What follows belongs to an exercise in optimizing a design on an open flow for small area and a short achievable clock period; a production flow would make more cautious choices.
The RTL was checked by simulation tests, not by an equivalence proof against the original design.
Power and IR drop assume default switching activity.

==> job 5727: inputs <==
==> flow/design.v (excerpt) <==
module mipsDatapath (
   input  logic        Clock,
   input  logic        rstN,
   input  logic        pcWriteCond,    
   input  logic        pcWrite,
   input  logic        iOrD,           
   input  logic        irWrite,
   input  logic        memToReg,
   input  logic        loadByte,
   input  logic        regWrite,
   input  logic        regDst,         
   input  logic        aluSrcA,        
   input  logic [1:0]  aluOp,          
   input  logic [1:0]  aluSrcB,        
   input  logic [1:0]  pcSource,       
   input  logic [31:0] memData,
   output logic [31:0] address,
   output logic [31:0] writeData,
   output logic [5:0]  opcode,         
   output logic        overflow        
);
==> flow/config.mk <==
export PLATFORM = sky130hd
export DESIGN_NAME = mipsDatapath
export DESIGN_NICKNAME = mipsDatapath
export VERILOG_FILES = /design/flow/design.v
export SDC_FILE = /design/flow/constraint.sdc
export NUM_CORES = 4
export LEC_CHECK = 0
export CAP_MARGIN = 20
export CORE_MARGIN = 5
export CORE_UTILIZATION = 35
export CTS_BUF_LIST = sky130_fd_sc_hd__clkbuf_16
export CTS_CLUSTER_DIAMETER = 120
export CTS_CLUSTER_SIZE = 24
export PLACE_DENSITY = 0.5
export SETUP_SLACK_MARGIN = 2.1
export SLEW_MARGIN = 20
export SYNTH_HIERARCHICAL = 1
==> flow/constraint.sdc <==
create_clock -name core_clock -period 5.0 [get_ports {Clock}]
set_input_delay 1.0000 -clock core_clock [delete_from_list [all_inputs] [get_ports {Clock}]]
set_output_delay 1.0000 -clock core_clock [all_outputs]
set_load 0.01 [all_outputs]
standard.sh (not shown) runs the stock make flow with config.mk's settings and CLKGATE_MAP_FILE= SYNTH_SCRIPT=/design/flow/synth_recipe.tcl, a recipe that flattens the netlist after the stock synthesis.
==> flow/flow/run.sh <==
#!/bin/bash
# The standard layout (the standard.sh: standard synthesis, floorplan,
# placement, CTS, routing), with two changes:
#  - ports are buffered with buf_4 cells instead of the slow delay buffers
#    buffer_ports picks by default;
#  - the floorplan's timing repair, which runs before placement with ideal
#    clocks, uses no setup margin; the later repairs use config.mk's margin.
# make's full output goes to standard*.log; each ORFS step keeps its own log
# under orfs/logs/.
set -euo pipefail
PORTS="BUFFER_PORTS_ARGS=-buffer_cell sky130_fd_sc_hd__buf_4"
bash standard.sh "$PORTS" SETUP_SLACK_MARGIN=0 floorplan > standard_floorplan.log 2>&1
bash standard.sh "$PORTS" finish > standard.log 2>&1
==> job 6910: changes against job 5727 <==
--- a/flow/design.v
+++ b/flow/design.v
@@ -135,35 +135,28 @@
 endmodule
 module gateNand2b (input logic aN, b, output logic y);
    assign y = ~(~aN & b);
 endmodule
 module gateNor2b (input logic a, bN, output logic y);
    assign y = ~(a | ~bN);
 endmodule
-module gateNand3 (input logic a, b, c, output logic y);
-   assign y = ~(a & b & c);
-endmodule
-module gateNor3 (input logic a, b, c, output logic y);
-   assign y = ~(a | b | c);
-endmodule
 module alu (
    input  datapathCtrlPkg::wordT    opA,
-   input  datapathCtrlPkg::wordT    bSel,       
+   input  datapathCtrlPkg::wordT    bSelN,      
    input  datapathCtrlPkg::wordT    opB,        
    input  logic                     invB,       
    input  logic                     isAnd,
    input  logic                     isOr,       
    input  logic                     isAdd,      
-   input  logic                     rstN,       
    input  logic [4:0]               zeroSel,    
    output datapathCtrlPkg::wordT    prop,       
    output datapathCtrlPkg::wordT    logicRes,   
    output logic [datapathCtrlPkg::wordW:0] carry,   
    output logic [3:0]               zero,       
-   output logic                     overflow    
+   output logic                     overflow
 );
    localparam int W = datapathCtrlPkg::wordW;
    datapathCtrlPkg::wordT genN;              
    datapathCtrlPkg::wordT anyN;              
    datapathCtrlPkg::wordT diff;              
    datapathCtrlPkg::wordT plainGenN;         
    datapathCtrlPkg::wordT plainAnyN;         
@@ -176,17 +169,17 @@
    for (genvar i = 0; i < W; i++)
    begin : gBit
       gateNand2 gg (.a(opA[i]), .b(opB[i]), .y(genN[i]));
       gateNor2  gk (.a(opA[i]), .b(opB[i]), .y(anyN[i]));
       gateXor2  gp (.a(opA[i]), .b(opB[i]), .y(prop[i]));
       logicBit lb (.genN(genN[i]), .anyN(anyN[i]), .prop(prop[i]), .isAnd(isAnd), .isOr(isOr),
                    .y(logicRes[i]));
-      gateXor2  zd (.a(opA[i]), .b(bSel[i]), .y(diff[i]));
-      gateNand2 zg (.a(opA[i]), .b(bSel[i]), .y(plainGenN[i]));
-      gateNor2  zk (.a(opA[i]), .b(bSel[i]), .y(plainAnyN[i]));
+      gateXnor2 zd (.a(opA[i]), .b(bSelN[i]), .y(diff[i]));
+      gateNand2b zg (.aN(bSelN[i]), .b(opA[i]), .y(plainGenN[i]));
+      gateNor2b  zk (.a(opA[i]), .bN(bSelN[i]), .y(plainAnyN[i]));
       if (i == 0)
       begin : gLsb
          assign sumMiss[i] = diff[i];
       end
       else
       begin : gUpper
          gateXnor2 gz (.a(diff[i]), .b(plainAnyN[i-1]), .y(sumMiss[i]));
@@ -207,18 +200,15 @@
    begin : gZero
       logic pickN1, pickN2;
       gateAoi222 sel1 (.a1(zeroSel[0]), .a2(zeroAdd), .b1(zeroSel[1]), .b2(zeroEq),
                        .c1(zeroSel[2]), .c2(zeroXnor), .y(pickN1));
       gateAoi22  sel2 (.a1(zeroSel[3]), .a2(zeroAnd), .b1(zeroSel[4]), .b2(zeroOr), .y(pickN2));
       gateNand2  pick (.a(pickN1), .b(pickN2), .y(zero[q]));
    end
-   logic ovfC1, ovfC0;
-   overflowEarly ovfEarly (.rstN(rstN), .isAdd(isAdd), .genN(genN[W-1]), .anyN(anyN[W-1]),
-                           .ovfC1(ovfC1), .ovfC0(ovfC0));
-   gateMux2 ovfSel (.s(carry[W-1]), .d1(ovfC1), .d0(ovfC0), .y(overflow));
+   assign overflow = isAdd & (carry[W] ^ carry[W-1]);
 endmodule
 module logicBit (
    input  logic genN, anyN, prop, isAnd, isOr,
    output logic y
 );
    assign y = isAnd ? ~genN : (isOr ? ~anyN : prop);
 endmodule
@@ -291,43 +281,36 @@
    end
    for (genvar i = 0; i < 2; i++)
    begin : gL4
       gateNor2 g (.a(l3[2*i]), .b(l3[2*i+1]), .y(l4[i]));
    end
    gateAnd2 gL5 (.a(l4[0]), .b(l4[1]), .y(allOnes));
 endmodule
-module overflowEarly (
-   input  logic rstN, isAdd, genN, anyN,
-   output logic ovfC1, ovfC0
-);
-   assign ovfC1 = rstN & isAdd & anyN;        
-   assign ovfC0 = rstN & isAdd & ~genN;       
-endmodule
 module aluControl (
    input  datapathCtrlPkg::aluOpModeT mode,
    input  logic                       fnAdd,
    input  logic                       fnSub,
    input  logic                       fnAnd,
    input  logic                       fnOr,
    input  logic                       fnXor,
    input  logic                       fnInv,
-   output logic [7:0]                 invB,     
+   output logic [3:0]                 invB,     
    output logic                       isSum,
    output logic                       isAnd,
    output logic                       isOr,
    output logic                       isAdd,
    output logic [4:0]                 zeroSel   
 );
    logic isXnor;
    assign isAdd  = mode[1] ? fnAdd : ~mode[0];
    assign isSum  = mode[1] ? (fnAdd | fnSub) : 1'b1;
    assign isAnd  = mode[1] & fnAnd;
    assign isOr   = mode[1] & fnOr;
    assign isXnor = mode[1] & fnInv & ~fnSub;
-   for (genvar q = 0; q < 8; q++)
+   for (genvar q = 0; q < 4; q++)
    begin : gInv
       gateMux2 inv (.s(mode[1]), .d1(fnInv), .d0(mode[0]), .y(invB[q]));
    end
    assign zeroSel[0] = isAdd;
    assign zeroSel[1] = mode[1] ? (fnSub | fnXor) : mode[0];
    assign zeroSel[2] = isXnor;
    assign zeroSel[3] = isAnd;
@@ -393,21 +376,15 @@
             .a0(regs[3*q+1][b]), .s0(sel[3*q+1]),
             .a1(regs[3*q+2][b]), .s1(sel[3*q+2]),
             .a2(regs[3*q+3][b]), .s2(sel[3*q+3]),
             .y (grpN[q])
          );
       end
       assign grpN[10] = ~(regs[31][b] & sel[31]);
-      logic [2:0] anyOne;
-      logic       noneN;
-      gateNand4 n0 (.a(grpN[0]), .b(grpN[1]), .c(grpN[2]),  .d(grpN[3]), .y(anyOne[0]));
-      gateNand4 n1 (.a(grpN[4]), .b(grpN[5]), .c(grpN[6]),  .d(grpN[7]), .y(anyOne[1]));
-      gateNand3 n2 (.a(grpN[8]), .b(grpN[9]), .c(grpN[10]), .y(anyOne[2]));
-      gateNor3  o  (.a(anyOne[0]), .b(anyOne[1]), .c(anyOne[2]), .y(noneN));
-      gateInv   i  (.a(noneN), .y(data[b]));
+      assign data[b]  = ~&grpN;
    end
 endmodule
 module aoi222 (
    input  logic a0, s0, a1, s1, a2, s2,
    output logic y
 );
    assign y = ~((a0 & s0) | (a1 & s1) | (a2 & s2));
@@ -602,20 +579,19 @@
    datapathCtrlPkg::wordT  immShift;                  
    logic                   fnAdd;                     
    logic                   fnSub;                     
    logic                   fnAnd;
    logic                   fnOr;
    logic                   fnXor;
    logic                   fnInv;
-   mipsIsaPkg::regIdxT     rdN;                       
    datapathCtrlPkg::wordT    aluOpA;
    datapathCtrlPkg::wordT    aluOpB;
-   logic [7:0]               aluInvB;
+   logic [3:0]               aluInvB;
    logic [4:0]               aluZeroSel;
-   datapathCtrlPkg::wordT    aluBSel;
+   datapathCtrlPkg::wordT    aluBSelN;
    logic                     aluIsSum;
    logic                     aluIsAnd;
    logic                     aluIsOr;
    logic                     aluIsAdd;
    datapathCtrlPkg::wordT    aluResult;
    logic [3:0]               aluZero;
    datapathCtrlPkg::wordT    aluProp;
@@ -632,22 +608,28 @@
       begin
          ir    <= mipsIsaPkg::instrT'(memData);
          fnAdd <= (memData[5:0] == mipsIsaPkg::fnAdd);
          fnSub <= (memData[5:0] == mipsIsaPkg::fnSub);
          fnAnd <= (memData[5:0] == mipsIsaPkg::fnAnd);
          fnOr  <= (memData[5:0] == mipsIsaPkg::fnOr);
          fnXor <= (memData[5:0] == mipsIsaPkg::fnXor);
-         rdN   <= ~memData[15:11];
          fnInv <= !((memData[5:0] == mipsIsaPkg::fnAdd) || (memData[5:0] == mipsIsaPkg::fnAnd) ||
                     (memData[5:0] == mipsIsaPkg::fnOr)  || (memData[5:0] == mipsIsaPkg::fnXor));
       end
    end
    always_ff @(posedge Clock)
    begin
-      overflow <= aluOverflow;                
+      if (!rstN)
+      begin
+         overflow <= 1'b0;
+      end
+      else
+      begin
+         overflow <= aluOverflow;
+      end
    end
    assign address  = iOrD ? aluHeld : pc;
    assign immExt   = {{(datapathCtrlPkg::wordW-mipsIsaPkg::immW){ir[mipsIsaPkg::immW-1]}},
                       ir[mipsIsaPkg::immW-1:0]};
    assign immShift = immExt << 2;
    aluOperandSel operandSel (
       .aluSrcA  (aluSrcA),
@@ -655,15 +637,15 @@
       .invB     (aluInvB),
       .regA     (regA),
       .regB     (regB),
       .pc       (pc),
       .immExt   (immExt),
       .immShift (immShift),
       .opA      (aluOpA),
-      .bSel     (aluBSel),
+      .bSelN    (aluBSelN),
       .opB      (aluOpB)
    );
    assign writeData = regB;                    
    assign opcode    = ir.opcode;
    pcUnit pcBlk (
       .Clock       (Clock),
       .rstN        (rstN),
@@ -682,15 +664,15 @@
    );
    regFile regs (
       .Clock     (Clock),
       .regWrite  (regWrite),
       .regDst    (regDst),
       .readIdx1  (ir.rs),
       .readIdx2  (ir.rt),
-      .rdIdx     (~rdN),
+      .rdIdx     (ir.rd),
       .writeData (regWriteData),
       .readData1 (readData1),
       .readData2 (readData2)
    );
    aluControl aluCtl (
       .mode      (datapathCtrlPkg::aluOpModeT'(aluOp)),
       .fnAdd     (fnAdd),
@@ -704,21 +686,20 @@
       .isAnd     (aluIsAnd),
       .isOr      (aluIsOr),
       .isAdd     (aluIsAdd),
       .zeroSel   (aluZeroSel)
    );
    alu aluBlk (
       .opA       (aluOpA),
-      .bSel      (aluBSel),
+      .bSelN     (aluBSelN),
       .opB       (aluOpB),
       .invB      (aluInvB[0]),
       .isAnd     (aluIsAnd),
       .isOr      (aluIsOr),
       .isAdd     (aluIsAdd),
-      .rstN      (rstN),
       .zeroSel   (aluZeroSel),
       .prop      (aluProp),
       .logicRes  (aluLogic),
       .carry     (aluCarry),
       .zero      (aluZero),
       .overflow  (aluOverflow)
    );
@@ -729,54 +710,48 @@
       .loadByte     (loadByte),
       .regWriteData (regWriteData)
    );
 endmodule
 module aluOperandSel (
    input  logic                      aluSrcA,
    input  datapathCtrlPkg::srcBSelT  aluSrcB,
-   input  logic [7:0]                invB,       
+   input  logic [3:0]                invB,       
    input  datapathCtrlPkg::wordT     regA,
    input  datapathCtrlPkg::wordT     regB,
    input  datapathCtrlPkg::wordT     pc,
    input  datapathCtrlPkg::wordT     immExt,
    input  datapathCtrlPkg::wordT     immShift,
    output datapathCtrlPkg::wordT     opA,
-   output datapathCtrlPkg::wordT     bSel,       
+   output datapathCtrlPkg::wordT     bSelN,      
    output datapathCtrlPkg::wordT     opB
 );
    logic selB, selFour, selImm, selShift;
    assign selB     = (aluSrcB == datapathCtrlPkg::selB);
    assign selFour  = (aluSrcB == datapathCtrlPkg::selFour);
    assign selImm   = (aluSrcB == datapathCtrlPkg::selImm);
    assign selShift = (aluSrcB == datapathCtrlPkg::selImmShift);
    for (genvar i = 0; i < datapathCtrlPkg::wordW; i++)
    begin : gBit
       gateMux2 a (.s(aluSrcA), .d1(regA[i]), .d0(pc[i]), .y(opA[i]));
       if (i < 2)
       begin : gLow
-         logic pickB, pickImm;
-         gateNand2 nb (.a(selB),   .b(regB[i]),   .y(pickB));
-         gateNand2 ni (.a(selImm), .b(immExt[i]), .y(pickImm));
-         gateNand2 b  (.a(pickB),  .b(pickImm),   .y(bSel[i]));
+         gateAoi22 b (.a1(selB), .a2(regB[i]), .b1(selImm), .b2(immExt[i]), .y(bSelN[i]));
       end
       else if (i == 2)
       begin : gFour
          bSelFour b (.selB(selB), .regB(regB[i]), .selFour(selFour), .selImm(selImm), .imm(immExt[i]),
-                     .selShift(selShift), .immShift(immShift[i]), .y(bSel[i]));
+                     .selShift(selShift), .immShift(immShift[i]), .yN(bSelN[i]));
       end
       else
       begin : gHigh
-         logic pickB, pickImm, pickShift;
-         gateNand2 nb (.a(selB),     .b(regB[i]),     .y(pickB));
-         gateNand2 ni (.a(selImm),   .b(immExt[i]),   .y(pickImm));
-         gateNand2 ns (.a(selShift), .b(immShift[i]), .y(pickShift));
-         gateNand3 b  (.a(pickB),    .b(pickImm),     .c(pickShift), .y(bSel[i]));
+         gateAoi222 b (.a1(selB), .a2(regB[i]), .b1(selImm), .b2(immExt[i]), .c1(selShift), .c2(immShift[i]),
+                       .y(bSelN[i]));
       end
-      gateXor2 inv (.a(bSel[i]), .b(invB[i/4]), .y(opB[i]));
+      gateXnor2 inv (.a(bSelN[i]), .b(invB[i/8]), .y(opB[i]));
    end
 endmodule
 module bSelFour (
    input  logic selB, regB, selFour, selImm, imm, selShift, immShift,
-   output logic y
+   output logic yN
 );
-   assign y = (selB & regB) | selFour | (selImm & imm) | (selShift & immShift);
+   assign yN = ~((selB & regB) | selFour | (selImm & imm) | (selShift & immShift));
 endmodule
==> flow/flow/run.sh (replaced) <==
#!/bin/bash
# The standard layout (the standard.sh: standard synthesis, floorplan,
# placement, CTS, routing), with one change: ports are buffered with buf_4
# cells instead of the slow delay buffers buffer_ports picks by default.
# make's full output goes to standard.log; each ORFS step keeps its own log
# under orfs/logs/.
set -euo pipefail
bash standard.sh "BUFFER_PORTS_ARGS=-buffer_cell sky130_fd_sc_hd__buf_4" finish > standard.log 2>&1
- CTS_BUF_LIST: sky130_fd_sc_hd__clkbuf_16 -> sky130_fd_sc_hd__clkbuf_8
- CTS_CLUSTER_DIAMETER: 120 -> unset
- CTS_CLUSTER_SIZE: 24 -> unset
- SETUP_SLACK_MARGIN: 2.1 -> 2.0
==> job 2005: changes against job 5727 <==
--- a/flow/design.v
+++ b/flow/design.v
@@ -138,32 +138,28 @@
 endmodule
 module gateNor2b (input logic a, bN, output logic y);
    assign y = ~(a | ~bN);
 endmodule
 module gateNand3 (input logic a, b, c, output logic y);
    assign y = ~(a & b & c);
 endmodule
-module gateNor3 (input logic a, b, c, output logic y);
-   assign y = ~(a | b | c);
-endmodule
 module alu (
    input  datapathCtrlPkg::wordT    opA,
    input  datapathCtrlPkg::wordT    bSel,       
    input  datapathCtrlPkg::wordT    opB,        
    input  logic                     invB,       
    input  logic                     isAnd,
    input  logic                     isOr,       
    input  logic                     isAdd,      
-   input  logic                     rstN,       
    input  logic [4:0]               zeroSel,    
    output datapathCtrlPkg::wordT    prop,       
    output datapathCtrlPkg::wordT    logicRes,   
    output logic [datapathCtrlPkg::wordW:0] carry,   
    output logic [3:0]               zero,       
-   output logic                     overflow    
+   output logic                     overflow
 );
    localparam int W = datapathCtrlPkg::wordW;
    datapathCtrlPkg::wordT genN;              
    datapathCtrlPkg::wordT anyN;              
    datapathCtrlPkg::wordT diff;              
    datapathCtrlPkg::wordT plainGenN;         
    datapathCtrlPkg::wordT plainAnyN;         
@@ -207,18 +203,15 @@
    begin : gZero
       logic pickN1, pickN2;
       gateAoi222 sel1 (.a1(zeroSel[0]), .a2(zeroAdd), .b1(zeroSel[1]), .b2(zeroEq),
                        .c1(zeroSel[2]), .c2(zeroXnor), .y(pickN1));
       gateAoi22  sel2 (.a1(zeroSel[3]), .a2(zeroAnd), .b1(zeroSel[4]), .b2(zeroOr), .y(pickN2));
       gateNand2  pick (.a(pickN1), .b(pickN2), .y(zero[q]));
    end
-   logic ovfC1, ovfC0;
-   overflowEarly ovfEarly (.rstN(rstN), .isAdd(isAdd), .genN(genN[W-1]), .anyN(anyN[W-1]),
-                           .ovfC1(ovfC1), .ovfC0(ovfC0));
-   gateMux2 ovfSel (.s(carry[W-1]), .d1(ovfC1), .d0(ovfC0), .y(overflow));
+   assign overflow = isAdd & (carry[W] ^ carry[W-1]);
 endmodule
 module logicBit (
    input  logic genN, anyN, prop, isAnd, isOr,
    output logic y
 );
    assign y = isAnd ? ~genN : (isOr ? ~anyN : prop);
 endmodule
@@ -291,43 +284,36 @@
    end
    for (genvar i = 0; i < 2; i++)
    begin : gL4
       gateNor2 g (.a(l3[2*i]), .b(l3[2*i+1]), .y(l4[i]));
    end
    gateAnd2 gL5 (.a(l4[0]), .b(l4[1]), .y(allOnes));
 endmodule
-module overflowEarly (
-   input  logic rstN, isAdd, genN, anyN,
-   output logic ovfC1, ovfC0
-);
-   assign ovfC1 = rstN & isAdd & anyN;        
-   assign ovfC0 = rstN & isAdd & ~genN;       
-endmodule
 module aluControl (
    input  datapathCtrlPkg::aluOpModeT mode,
    input  logic                       fnAdd,
    input  logic                       fnSub,
    input  logic                       fnAnd,
    input  logic                       fnOr,
    input  logic                       fnXor,
    input  logic                       fnInv,
-   output logic [7:0]                 invB,     
+   output logic [3:0]                 invB,     
    output logic                       isSum,
    output logic                       isAnd,
    output logic                       isOr,
    output logic                       isAdd,
    output logic [4:0]                 zeroSel   
 );
    logic isXnor;
    assign isAdd  = mode[1] ? fnAdd : ~mode[0];
    assign isSum  = mode[1] ? (fnAdd | fnSub) : 1'b1;
    assign isAnd  = mode[1] & fnAnd;
    assign isOr   = mode[1] & fnOr;
    assign isXnor = mode[1] & fnInv & ~fnSub;
-   for (genvar q = 0; q < 8; q++)
+   for (genvar q = 0; q < 4; q++)
    begin : gInv
       gateMux2 inv (.s(mode[1]), .d1(fnInv), .d0(mode[0]), .y(invB[q]));
    end
    assign zeroSel[0] = isAdd;
    assign zeroSel[1] = mode[1] ? (fnSub | fnXor) : mode[0];
    assign zeroSel[2] = isXnor;
    assign zeroSel[3] = isAnd;
@@ -393,21 +379,15 @@
             .a0(regs[3*q+1][b]), .s0(sel[3*q+1]),
             .a1(regs[3*q+2][b]), .s1(sel[3*q+2]),
             .a2(regs[3*q+3][b]), .s2(sel[3*q+3]),
             .y (grpN[q])
          );
       end
       assign grpN[10] = ~(regs[31][b] & sel[31]);
-      logic [2:0] anyOne;
-      logic       noneN;
-      gateNand4 n0 (.a(grpN[0]), .b(grpN[1]), .c(grpN[2]),  .d(grpN[3]), .y(anyOne[0]));
-      gateNand4 n1 (.a(grpN[4]), .b(grpN[5]), .c(grpN[6]),  .d(grpN[7]), .y(anyOne[1]));
-      gateNand3 n2 (.a(grpN[8]), .b(grpN[9]), .c(grpN[10]), .y(anyOne[2]));
-      gateNor3  o  (.a(anyOne[0]), .b(anyOne[1]), .c(anyOne[2]), .y(noneN));
-      gateInv   i  (.a(noneN), .y(data[b]));
+      assign data[b]  = ~&grpN;
    end
 endmodule
 module aoi222 (
    input  logic a0, s0, a1, s1, a2, s2,
    output logic y
 );
    assign y = ~((a0 & s0) | (a1 & s1) | (a2 & s2));
@@ -602,18 +582,17 @@
    datapathCtrlPkg::wordT  immShift;                  
    logic                   fnAdd;                     
    logic                   fnSub;                     
    logic                   fnAnd;
    logic                   fnOr;
    logic                   fnXor;
    logic                   fnInv;
-   mipsIsaPkg::regIdxT     rdN;                       
    datapathCtrlPkg::wordT    aluOpA;
    datapathCtrlPkg::wordT    aluOpB;
-   logic [7:0]               aluInvB;
+   logic [3:0]               aluInvB;
    logic [4:0]               aluZeroSel;
    datapathCtrlPkg::wordT    aluBSel;
    logic                     aluIsSum;
    logic                     aluIsAnd;
    logic                     aluIsOr;
    logic                     aluIsAdd;
    datapathCtrlPkg::wordT    aluResult;
@@ -632,22 +611,28 @@
       begin
          ir    <= mipsIsaPkg::instrT'(memData);
          fnAdd <= (memData[5:0] == mipsIsaPkg::fnAdd);
          fnSub <= (memData[5:0] == mipsIsaPkg::fnSub);
          fnAnd <= (memData[5:0] == mipsIsaPkg::fnAnd);
          fnOr  <= (memData[5:0] == mipsIsaPkg::fnOr);
          fnXor <= (memData[5:0] == mipsIsaPkg::fnXor);
-         rdN   <= ~memData[15:11];
          fnInv <= !((memData[5:0] == mipsIsaPkg::fnAdd) || (memData[5:0] == mipsIsaPkg::fnAnd) ||
                     (memData[5:0] == mipsIsaPkg::fnOr)  || (memData[5:0] == mipsIsaPkg::fnXor));
       end
    end
    always_ff @(posedge Clock)
    begin
-      overflow <= aluOverflow;                
+      if (!rstN)
+      begin
+         overflow <= 1'b0;
+      end
+      else
+      begin
+         overflow <= aluOverflow;
+      end
    end
    assign address  = iOrD ? aluHeld : pc;
    assign immExt   = {{(datapathCtrlPkg::wordW-mipsIsaPkg::immW){ir[mipsIsaPkg::immW-1]}},
                       ir[mipsIsaPkg::immW-1:0]};
    assign immShift = immExt << 2;
    aluOperandSel operandSel (
       .aluSrcA  (aluSrcA),
@@ -682,15 +667,15 @@
    );
    regFile regs (
       .Clock     (Clock),
       .regWrite  (regWrite),
       .regDst    (regDst),
       .readIdx1  (ir.rs),
       .readIdx2  (ir.rt),
-      .rdIdx     (~rdN),
+      .rdIdx     (ir.rd),
       .writeData (regWriteData),
       .readData1 (readData1),
       .readData2 (readData2)
    );
    aluControl aluCtl (
       .mode      (datapathCtrlPkg::aluOpModeT'(aluOp)),
       .fnAdd     (fnAdd),
@@ -710,15 +695,14 @@
       .opA       (aluOpA),
       .bSel      (aluBSel),
       .opB       (aluOpB),
       .invB      (aluInvB[0]),
       .isAnd     (aluIsAnd),
       .isOr      (aluIsOr),
       .isAdd     (aluIsAdd),
-      .rstN      (rstN),
       .zeroSel   (aluZeroSel),
       .prop      (aluProp),
       .logicRes  (aluLogic),
       .carry     (aluCarry),
       .zero      (aluZero),
       .overflow  (aluOverflow)
    );
@@ -729,15 +713,15 @@
       .loadByte     (loadByte),
       .regWriteData (regWriteData)
    );
 endmodule
 module aluOperandSel (
    input  logic                      aluSrcA,
    input  datapathCtrlPkg::srcBSelT  aluSrcB,
-   input  logic [7:0]                invB,       
+   input  logic [3:0]                invB,       
    input  datapathCtrlPkg::wordT     regA,
    input  datapathCtrlPkg::wordT     regB,
    input  datapathCtrlPkg::wordT     pc,
    input  datapathCtrlPkg::wordT     immExt,
    input  datapathCtrlPkg::wordT     immShift,
    output datapathCtrlPkg::wordT     opA,
    output datapathCtrlPkg::wordT     bSel,       
@@ -767,15 +751,15 @@
       begin : gHigh
          logic pickB, pickImm, pickShift;
          gateNand2 nb (.a(selB),     .b(regB[i]),     .y(pickB));
          gateNand2 ni (.a(selImm),   .b(immExt[i]),   .y(pickImm));
          gateNand2 ns (.a(selShift), .b(immShift[i]), .y(pickShift));
          gateNand3 b  (.a(pickB),    .b(pickImm),     .c(pickShift), .y(bSel[i]));
       end
-      gateXor2 inv (.a(bSel[i]), .b(invB[i/4]), .y(opB[i]));
+      gateXor2 inv (.a(bSel[i]), .b(invB[i/8]), .y(opB[i]));
    end
 endmodule
 module bSelFour (
    input  logic selB, regB, selFour, selImm, imm, selShift, immShift,
    output logic y
 );
    assign y = (selB & regB) | selFour | (selImm & imm) | (selShift & immShift);
- SETUP_SLACK_MARGIN: 2.1 -> 2.0
==> qor.csv <==
metric,value,unit
status,finished clean,
Pleak,22.83,nW
pwr dens,430.1,mW/mm^2
initial core utilization,35.13,%
Slowest Stage Delay on Critical Path,0.44,ns
vias post-DR,44560,
Worst-Skew Late Latency,0.94,ns
"Endpoint, Worst Hold",mdr[25]$_DFF_P_,
"delay-heaviest family, CP",compound AO/OA/AOI/OAI gates,
met2 routed WL,110500,microns
most frequent cells in the layout,"edfxtp_1 (1,030), a222oi_1 (673), buf_4 (353)",
Register Area,0.03416,sq mm
CP max FO,16,
-- figures above: job 6910

==> qor.csv <==
metric,value,unit
met2 routed WL,108400,microns
pwr dens,394.2,mW/mm^2
status,finished clean,
Worst-Skew Late Latency,0.73,ns
"delay-heaviest family, CP",simple AND/OR/NAND/NOR gates,
CP max FO,14,
antenna-violating nets left,0,
synth warn,15,
"Endpoint, Worst Hold",mdr[31]$_DFF_P_,
vias post-DR,44080,
-- figures above: job 2005

==> qor.csv <==
metric,value,unit
status,finished clean,
Register Area,0.03431,sq mm
pwr dens,392.8,mW/mm^2
Slowest Stage Delay on Critical Path,0.58,ns
initial core utilization,35.30,%
met2 routed WL,110400,microns
most frequent cells in the layout,"edfxtp_1 (1,035), a222oi_1 (644), buf_4 (383)",
Worst-Skew Late Latency,0.77,ns
"delay-heaviest family, CP",simple AND/OR/NAND/NOR gates,
Pleak,22.38,nW
-- figures above: job 5727

static timing again, ports no longer ideal:
Ports are ideal in the flow. The routed layouts listed here were re-timed in OpenROAD.
Step 1, drivers: a clkbuf_16 drives Clock and a buf_2 each remaining input, both assumed.
Step 2 times the ports against the registers' clock, not the clock port: input delays grow and output delays shrink by t, the midpoint of the rising clock arrivals with the driver on.
Slacks: ideal ports / drivers / drivers and shift; pairs: ideal ports / drivers.
| run | t, ns | setup WS [ns] | hold slack, ns | worst register clock-pin slew, ns |
|---|---|---|---|---|
| job 5727 | 0.805 | 2.026 / 1.961 / 1.288 | 0.372 / 0.329 / 0.610 | 0.11 / 0.11 |
| job 6910 | 0.989 | 1.895 / 1.931 / 0.942 | 0.177 / 0.136 / 0.511 | 0.08 / 0.08 |
| job 2005 | 0.802 | 1.962 / 1.962 / 1.293 | 0.407 / 0.344 / 0.510 | 0.11 / 0.11 |
After both steps every run listed still meets setup and hold. The setup slack of job 6910, which loses most, moves by +0.036 ns with the drivers and by -0.953 ns with both steps.
